This is an optimization exercise on Yosys and OpenROAD, whose aim is small area and a short achievable clock period, not a production implementation. At most, simulation tests tie the RTL to the original design; equivalence was not proved. Power figures rest on the tool's default switching activity, not on a simulated workload.

==> flow/design.v (excerpt) <==
module pattern_driver_top (
  input  logic                            user_clock2_i,
  input  logic                            reset_i,
  input  logic                            sclk_i,
  input  logic                            mosi_i,
  input  logic                            ss_n_i,
  input  logic                            control_trigger_i,
  input  logic                            latch_data_i,
  output logic [2*8-1:0]    driver_io_o,
  output logic                            update_cycle_complete_o
);
Size: ~960 flip-flops, roughly 24 I/O pins.
==> module driver_core, before the edit <==
module driver_core #(
  parameter int MEM_LENGTH = 48
) (
  input  logic                          user_clock2_i,
  input  logic                          reset_i,
  input  logic                          we_i,
  input  logic [MEM_LENGTH-1:0]         row_i,
  input  pattern_driver_pkg::entry_t    wdata_i,
  input  logic                          rd_en_i,
  input  logic [MEM_LENGTH-1:0]         rd_sel_i,
  input  logic                          invert_i,
  input  logic                          enable_next_i,
  output pattern_driver_pkg::entry_t    driver_io_o
);
  pattern_driver_pkg::entry_t mem [MEM_LENGTH];
  pattern_driver_pkg::entry_t rd_lo;
  pattern_driver_pkg::entry_t rd_hi;
  pattern_driver_pkg::entry_t rd_lo_q;
  pattern_driver_pkg::entry_t rd_hi_q;
  pattern_driver_pkg::entry_t out_q;
  pattern_driver_pkg::entry_t out_d;
  pattern_driver_pkg::entry_t pin_q;
  for (genvar k = 0; k < MEM_LENGTH; k++) begin : gen_entry
    always_ff @(posedge user_clock2_i) begin
      if (we_i && row_i[k]) mem[k] <= wdata_i;
    end
  end
  always_comb begin
    rd_lo = '0;
    rd_hi = '0;
    for (int k = 0; k < MEM_LENGTH/2; k++) rd_lo |= mem[k] & {2{rd_sel_i[k]}};
    for (int k = MEM_LENGTH/2; k < MEM_LENGTH; k++) rd_hi |= mem[k] & {2{rd_sel_i[k]}};
  end
  always_comb begin
    if (reset_i) out_d = '0;
    else if (rd_en_i) out_d = (rd_lo_q | rd_hi_q) ^ {2{invert_i}};
    else out_d = out_q;
  end
  always_ff @(posedge user_clock2_i) begin
    rd_lo_q <= rd_lo;
    rd_hi_q <= rd_hi;
    out_q <= out_d;
    pin_q <= enable_next_i ? out_d : '0;
  end
  assign driver_io_o = pin_q;
endmodule
clock: 5.0 ns
lec_check: 0
cap_margin: 20
core_margin: 2
core_utilization: 55
cts_buf_list: sky130_fd_sc_hd__clkbuf_16
cts_cluster_diameter: 100
cts_cluster_size: 25
place_density: 0.7
setup_slack_margin: 2.8
slew_margin: 20
run.sh (not shown) runs the stock make flow with config.mk's settings and CLKGATE_MAP_FILE= SYNTH_SCRIPT=/design/flow/synth_recipe.tcl, a recipe that flattens the netlist after the stock synthesis.
Change:
--- a/flow/design.v
+++ b/flow/design.v
@@ -198,38 +198,33 @@
   input  logic [MEM_LENGTH-1:0]         rd_sel_i,
   input  logic                          invert_i,
   input  logic                          enable_next_i,
   output pattern_driver_pkg::entry_t    driver_io_o
 );
   pattern_driver_pkg::entry_t mem [MEM_LENGTH];
-  pattern_driver_pkg::entry_t rd_lo;
-  pattern_driver_pkg::entry_t rd_hi;
-  pattern_driver_pkg::entry_t rd_lo_q;
-  pattern_driver_pkg::entry_t rd_hi_q;
+  pattern_driver_pkg::entry_t rd_data;
+  pattern_driver_pkg::entry_t rd_q;
   pattern_driver_pkg::entry_t out_q;
   pattern_driver_pkg::entry_t out_d;
   pattern_driver_pkg::entry_t pin_q;
   for (genvar k = 0; k < MEM_LENGTH; k++) begin : gen_entry
     always_ff @(posedge user_clock2_i) begin
       if (we_i && row_i[k]) mem[k] <= wdata_i;
     end
   end
   always_comb begin
-    rd_lo = '0;
-    rd_hi = '0;
-    for (int k = 0; k < MEM_LENGTH/2; k++) rd_lo |= mem[k] & {2{rd_sel_i[k]}};
-    for (int k = MEM_LENGTH/2; k < MEM_LENGTH; k++) rd_hi |= mem[k] & {2{rd_sel_i[k]}};
+    rd_data = '0;
+    for (int k = 0; k < MEM_LENGTH; k++) rd_data |= mem[k] & {2{rd_sel_i[k]}};
   end
   always_comb begin
     if (reset_i) out_d = '0;
-    else if (rd_en_i) out_d = (rd_lo_q | rd_hi_q) ^ {2{invert_i}};
+    else if (rd_en_i) out_d = rd_q ^ {2{invert_i}};
     else out_d = out_q;
   end
   always_ff @(posedge user_clock2_i) begin
-    rd_lo_q <= rd_lo;
-    rd_hi_q <= rd_hi;
+    rd_q  <= rd_data;
     out_q <= out_d;
     pin_q <= enable_next_i ? out_d : '0;
   end
   assign driver_io_o = pin_q;
 endmodule
 `timescale 1ns/1ps
Power fell by about 1.4%.
Design area barely changes.
Sequential cell count goes down by 16.
Via count went up by 2.6%.
Clock skew goes down by 0.013 ns.


pattern_driver_top, a different RTL version from the one above (not shown whole).
For scale: ~2400 cells after synthesis, about 24 I/O pins, ~34000 um^2 of cells after synthesis.
==> module update_sequencer, before the edit <==
module update_sequencer (
  input  logic                          user_clock2_i,
  input  logic                          reset_i,
  input  logic                          trigger_rise_i,
  output logic                          rd_en_o,
  output logic [7:0]                    rd_lo_o,
  output logic [5:0]                    rd_hi_o,
  output logic                          update_cycle_complete_o
);
  logic       busy_q;
  logic [7:0] lo_q;
  logic [5:0] hi_q;
  logic       last_q;       
  logic       complete_q;
  logic       busy_d;
  assign busy_d = !reset_i && (busy_q ? !last_q : trigger_rise_i);
  always_ff @(posedge user_clock2_i) begin
    busy_q     <= busy_d;
    complete_q <= !reset_i && last_q;
    if (busy_d) begin
      lo_q   <= {lo_q[6:0], lo_q[7]};
      if (lo_q[7]) hi_q <= {hi_q[4:0], 1'b0};
      last_q <= lo_q[7] && hi_q[5];
    end else begin
      lo_q   <= 8'd1;
      hi_q   <= 6'd1;
      last_q <= 1'b0;
    end
  end
  assign rd_en_o                 = busy_q;
  assign rd_lo_o                 = lo_q;
  assign rd_hi_o                 = hi_q;
  assign update_cycle_complete_o = complete_q;
endmodule
==> module driver_core, before the edit <==
module driver_core #(
  parameter int MEM_LENGTH = 48
) (
  input  logic                          user_clock2_i,
  input  logic                          reset_i,
  input  logic                          we_i,
  input  logic [MEM_LENGTH-1:0]         row_i,
  input  pattern_driver_pkg::entry_t    wdata_i,
  input  logic                          rd_en_i,
  input  logic [7:0]                    rd_lo_i,
  input  logic [5:0]                    rd_hi_i,
  input  logic                          invert_i,
  input  logic                          enable_next_i,
  output pattern_driver_pkg::entry_t    driver_io_o
);
  pattern_driver_pkg::entry_t mem [MEM_LENGTH];
  pattern_driver_pkg::entry_t rd_lo;
  pattern_driver_pkg::entry_t rd_hi;
  pattern_driver_pkg::entry_t rd_lo_q;
  pattern_driver_pkg::entry_t rd_hi_q;
  pattern_driver_pkg::entry_t out_q;
  pattern_driver_pkg::entry_t out_d;
  pattern_driver_pkg::entry_t pin_q;
  for (genvar k = 0; k < MEM_LENGTH; k++) begin : gen_entry
    always_ff @(posedge user_clock2_i) begin
      if (we_i && row_i[k]) mem[k] <= wdata_i;
    end
  end
  always_comb begin
    rd_lo = '0;
    rd_hi = '0;
    for (int k = 0; k < MEM_LENGTH/2; k++) rd_lo |= mem[k] & {2{rd_hi_i[k/8] && rd_lo_i[k%8]}};
    for (int k = MEM_LENGTH/2; k < MEM_LENGTH; k++) rd_hi |= mem[k] & {2{rd_hi_i[k/8] && rd_lo_i[k%8]}};
  end
  always_comb begin
    if (reset_i) out_d = '0;
    else if (rd_en_i) out_d = (rd_lo_q | rd_hi_q) ^ {2{invert_i}};
    else out_d = out_q;
  end
  always_ff @(posedge user_clock2_i) begin
    rd_lo_q <= rd_lo;
    rd_hi_q <= rd_hi;
    out_q <= out_d;
    pin_q <= enable_next_i ? out_d : '0;
  end
  assign driver_io_o = pin_q;
endmodule
==> module pattern_driver_top, before the edit <==
module pattern_driver_top (
  input  logic                            user_clock2_i,
  input  logic                            reset_i,
  input  logic                            sclk_i,
  input  logic                            mosi_i,
  input  logic                            ss_n_i,
  input  logic                            control_trigger_i,
  input  logic                            latch_data_i,
  output logic [2*8-1:0]    driver_io_o,
  output logic                            update_cycle_complete_o
);
  localparam int MEM_LENGTH = 48;
  logic                          sclk_rise;
  logic                          mosi_s;
  logic                          ss_active;
  logic                          ss_rise;
  logic                          trigger_rise;
  logic                          latch_rise;
  logic                          frame_valid;
  logic [24-1:0]     frame_data;
  logic [8-1:0]    mem_we;
  logic [MEM_LENGTH-1:0]         wrow;
  pattern_driver_pkg::entry_t    mem_wdata;
  logic [8-1:0]    invert_mask;
  logic                          enable_next;
  logic                          rd_en;
  logic [7:0]                    rd_lo;
  logic [5:0]                    rd_hi;
  pin_sync pin_sync_i (
    .user_clock2_i     (user_clock2_i),
    .reset_i           (reset_i),
    .sclk_i            (sclk_i),
    .mosi_i            (mosi_i),
    .ss_n_i            (ss_n_i),
    .control_trigger_i (control_trigger_i),
    .latch_data_i      (latch_data_i),
    .sclk_rise_o       (sclk_rise),
    .mosi_o            (mosi_s),
    .ss_active_o       (ss_active),
    .ss_rise_o         (ss_rise),
    .trigger_rise_o    (trigger_rise),
    .latch_rise_o      (latch_rise)
  );
  spi_frame_rx spi_frame_rx_i (
    .user_clock2_i (user_clock2_i),
    .reset_i       (reset_i),
    .sclk_rise_i   (sclk_rise),
    .mosi_i        (mosi_s),
    .ss_active_i   (ss_active),
    .ss_rise_i     (ss_rise),
    .frame_valid_o (frame_valid),
    .frame_data_o  (frame_data)
  );
  command_decoder command_decoder_i (
    .user_clock2_i   (user_clock2_i),
    .reset_i         (reset_i),
    .frame_valid_i   (frame_valid),
    .frame_data_i    (frame_data),
    .latch_rise_i    (latch_rise),
    .mem_we_o        (mem_we),
    .row_o           (wrow),
    .mem_wdata_o     (mem_wdata),
    .invert_mask_o   (invert_mask),
    .enable_next_o   (enable_next)
  );
  update_sequencer update_sequencer_i (
    .user_clock2_i           (user_clock2_i),
    .reset_i                 (reset_i),
    .trigger_rise_i          (trigger_rise),
    .rd_en_o                 (rd_en),
    .rd_lo_o                 (rd_lo),
    .rd_hi_o                 (rd_hi),
    .update_cycle_complete_o (update_cycle_complete_o)
  );
  for (genvar n = 0; n < 8; n++) begin : gen_core
    driver_core #(
      .MEM_LENGTH (MEM_LENGTH)
    ) core_i (
      .user_clock2_i (user_clock2_i),
      .reset_i       (reset_i),
      .we_i          (mem_we[n]),
      .row_i         (wrow),
      .wdata_i       (mem_wdata),
      .rd_en_i       (rd_en),
      .rd_lo_i       (rd_lo),
      .rd_hi_i       (rd_hi),
      .invert_i      (invert_mask[n]),
      .enable_next_i (enable_next),
      .driver_io_o   (driver_io_o[2*n +: 2])
    );
  end
endmodule
Settings: LEC_CHECK=0, CAP_MARGIN=20, CORE_MARGIN=2, CORE_UTILIZATION=55, CTS_BUF_LIST=sky130_fd_sc_hd__clkbuf_16, CTS_CLUSTER_DIAMETER=100, CTS_CLUSTER_SIZE=25, PLACE_DENSITY=0.7, SETUP_SLACK_MARGIN=3.1, SLEW_MARGIN=20, TNS_END_PERCENT=5; clock period 5.0 ns.
The baseline completed without violations.
Next try:
--- a/flow/design.v
+++ b/flow/design.v
@@ -164,53 +164,41 @@
 `timescale 1ns/1ps
 module update_sequencer (
   input  logic                          user_clock2_i,
   input  logic                          reset_i,
   input  logic                          trigger_rise_i,
   output logic                          rd_en_o,
-  output logic [7:0]                    rd_lo_o,
-  output logic [5:0]                    rd_hi_o,
+  output logic [48-1:0]     rd_sel_o,
   output logic                          update_cycle_complete_o
 );
-  logic       busy_q;
-  logic [7:0] lo_q;
-  logic [5:0] hi_q;
-  logic       last_q;       
-  logic       complete_q;
-  logic       busy_d;
-  assign busy_d = !reset_i && (busy_q ? !last_q : trigger_rise_i);
+  localparam int LEN = 48;
+  logic           busy_q;
+  logic [LEN:0]   next_q;
+  logic           complete_q;
+  logic           busy_d;
+  assign busy_d = !reset_i && (busy_q ? !next_q[LEN] : trigger_rise_i);
   always_ff @(posedge user_clock2_i) begin
     busy_q     <= busy_d;
-    complete_q <= !reset_i && last_q;
-    if (busy_d) begin
-      lo_q   <= {lo_q[6:0], lo_q[7]};
-      if (lo_q[7]) hi_q <= {hi_q[4:0], 1'b0};
-      last_q <= lo_q[7] && hi_q[5];
-    end else begin
-      lo_q   <= 8'd1;
-      hi_q   <= 6'd1;
-      last_q <= 1'b0;
-    end
+    complete_q <= !reset_i && next_q[LEN];
+    next_q     <= busy_d ? {next_q[LEN-1:0], 1'b0} : (LEN+1)'(1);
   end
   assign rd_en_o                 = busy_q;
-  assign rd_lo_o                 = lo_q;
-  assign rd_hi_o                 = hi_q;
+  assign rd_sel_o                = next_q[LEN-1:0];
   assign update_cycle_complete_o = complete_q;
 endmodule
 `timescale 1ns/1ps
 module driver_core #(
   parameter int MEM_LENGTH = 48
 ) (
   input  logic                          user_clock2_i,
   input  logic                          reset_i,
   input  logic                          we_i,
   input  logic [MEM_LENGTH-1:0]         row_i,
   input  pattern_driver_pkg::entry_t    wdata_i,
   input  logic                          rd_en_i,
-  input  logic [7:0]                    rd_lo_i,
-  input  logic [5:0]                    rd_hi_i,
+  input  logic [MEM_LENGTH-1:0]         rd_sel_i,
   input  logic                          invert_i,
   input  logic                          enable_next_i,
   output pattern_driver_pkg::entry_t    driver_io_o
 );
   pattern_driver_pkg::entry_t mem [MEM_LENGTH];
   pattern_driver_pkg::entry_t rd_lo;
@@ -225,14 +213,14 @@
       if (we_i && row_i[k]) mem[k] <= wdata_i;
     end
   end
   always_comb begin
     rd_lo = '0;
     rd_hi = '0;
-    for (int k = 0; k < MEM_LENGTH/2; k++) rd_lo |= mem[k] & {2{rd_hi_i[k/8] && rd_lo_i[k%8]}};
-    for (int k = MEM_LENGTH/2; k < MEM_LENGTH; k++) rd_hi |= mem[k] & {2{rd_hi_i[k/8] && rd_lo_i[k%8]}};
+    for (int k = 0; k < MEM_LENGTH/2; k++) rd_lo |= mem[k] & {2{rd_sel_i[k]}};
+    for (int k = MEM_LENGTH/2; k < MEM_LENGTH; k++) rd_hi |= mem[k] & {2{rd_sel_i[k]}};
   end
   always_comb begin
     if (reset_i) out_d = '0;
     else if (rd_en_i) out_d = (rd_lo_q | rd_hi_q) ^ {2{invert_i}};
     else out_d = out_q;
   end
@@ -268,14 +256,13 @@
   logic [8-1:0]    mem_we;
   logic [MEM_LENGTH-1:0]         wrow;
   pattern_driver_pkg::entry_t    mem_wdata;
   logic [8-1:0]    invert_mask;
   logic                          enable_next;
   logic                          rd_en;
-  logic [7:0]                    rd_lo;
-  logic [5:0]                    rd_hi;
+  logic [MEM_LENGTH-1:0]         rd_sel;
   pin_sync pin_sync_i (
     .user_clock2_i     (user_clock2_i),
     .reset_i           (reset_i),
     .sclk_i            (sclk_i),
     .mosi_i            (mosi_i),
     .ss_n_i            (ss_n_i),
@@ -312,28 +299,26 @@
   );
   update_sequencer update_sequencer_i (
     .user_clock2_i           (user_clock2_i),
     .reset_i                 (reset_i),
     .trigger_rise_i          (trigger_rise),
     .rd_en_o                 (rd_en),
-    .rd_lo_o                 (rd_lo),
-    .rd_hi_o                 (rd_hi),
+    .rd_sel_o                (rd_sel),
     .update_cycle_complete_o (update_cycle_complete_o)
   );
   for (genvar n = 0; n < 8; n++) begin : gen_core
     driver_core #(
       .MEM_LENGTH (MEM_LENGTH)
     ) core_i (
       .user_clock2_i (user_clock2_i),
       .reset_i       (reset_i),
       .we_i          (mem_we[n]),
       .row_i         (wrow),
       .wdata_i       (mem_wdata),
       .rd_en_i       (rd_en),
-      .rd_lo_i       (rd_lo),
-      .rd_hi_i       (rd_hi),
+      .rd_sel_i      (rd_sel),
       .invert_i      (invert_mask[n]),
       .enable_next_i (enable_next),
       .driver_io_o   (driver_io_o[2*n +: 2])
     );
   end
 endmodule
=> Worst setup slack got worse by 0.031 ns. Final cell count goes down slightly. Global-route usage barely changes. Design area goes up slightly. Area after synthesis goes up slightly. Fmax goes down slightly. Routed wire length goes up by a few percent. Register-to-register slack improved by 0.02 ns. Non-clock buffer count goes down by 31. Die area goes up slightly. Utilization goes down by 0.70 points. Synthesized cell count stays flat. Clock skew goes up by 0.0069 ns. Clock power goes up by a few percent.
Function not checked in the first run of this note: the RTL went through the layout flow alone.

==> afterwards: timing with drivers on the ports <==
No port has a modelled driver above. Below, the same layouts with a new extraction and two added sets of constraints.
Step 1, drivers: a clkbuf_16 drives user_clock2_i and a buf_2 each remaining input, both assumed.
Step 2, shift: input delay + t, output delay - t, t = (earliest + latest rising clock arrival at the registers) / 2. This alone moves slack from input paths to output paths.
Three values: ideal ports, drivers, drivers and shift; two values: the first two.
run	t, ns	setup slack, ns	slew at the worst register clock pin (ns)
the first run of note 1	0.683	2.829 / 2.762 / 2.407	0.10 / 0.10
the second run of note 1	0.675	2.771 / 2.771 / 2.327	0.10 / 0.10
the first run of note 2	0.663	2.944 / 2.885 / 2.440	0.11 / 0.11
the second run of note 2	0.689	2.913 / 2.843 / 2.354	0.10 / 0.10
After both steps setup and hold are still met in every run listed. The setup slack of the second run of note 2, which loses most, moves by -0.070 ns with the drivers and by -0.559 ns with both steps.
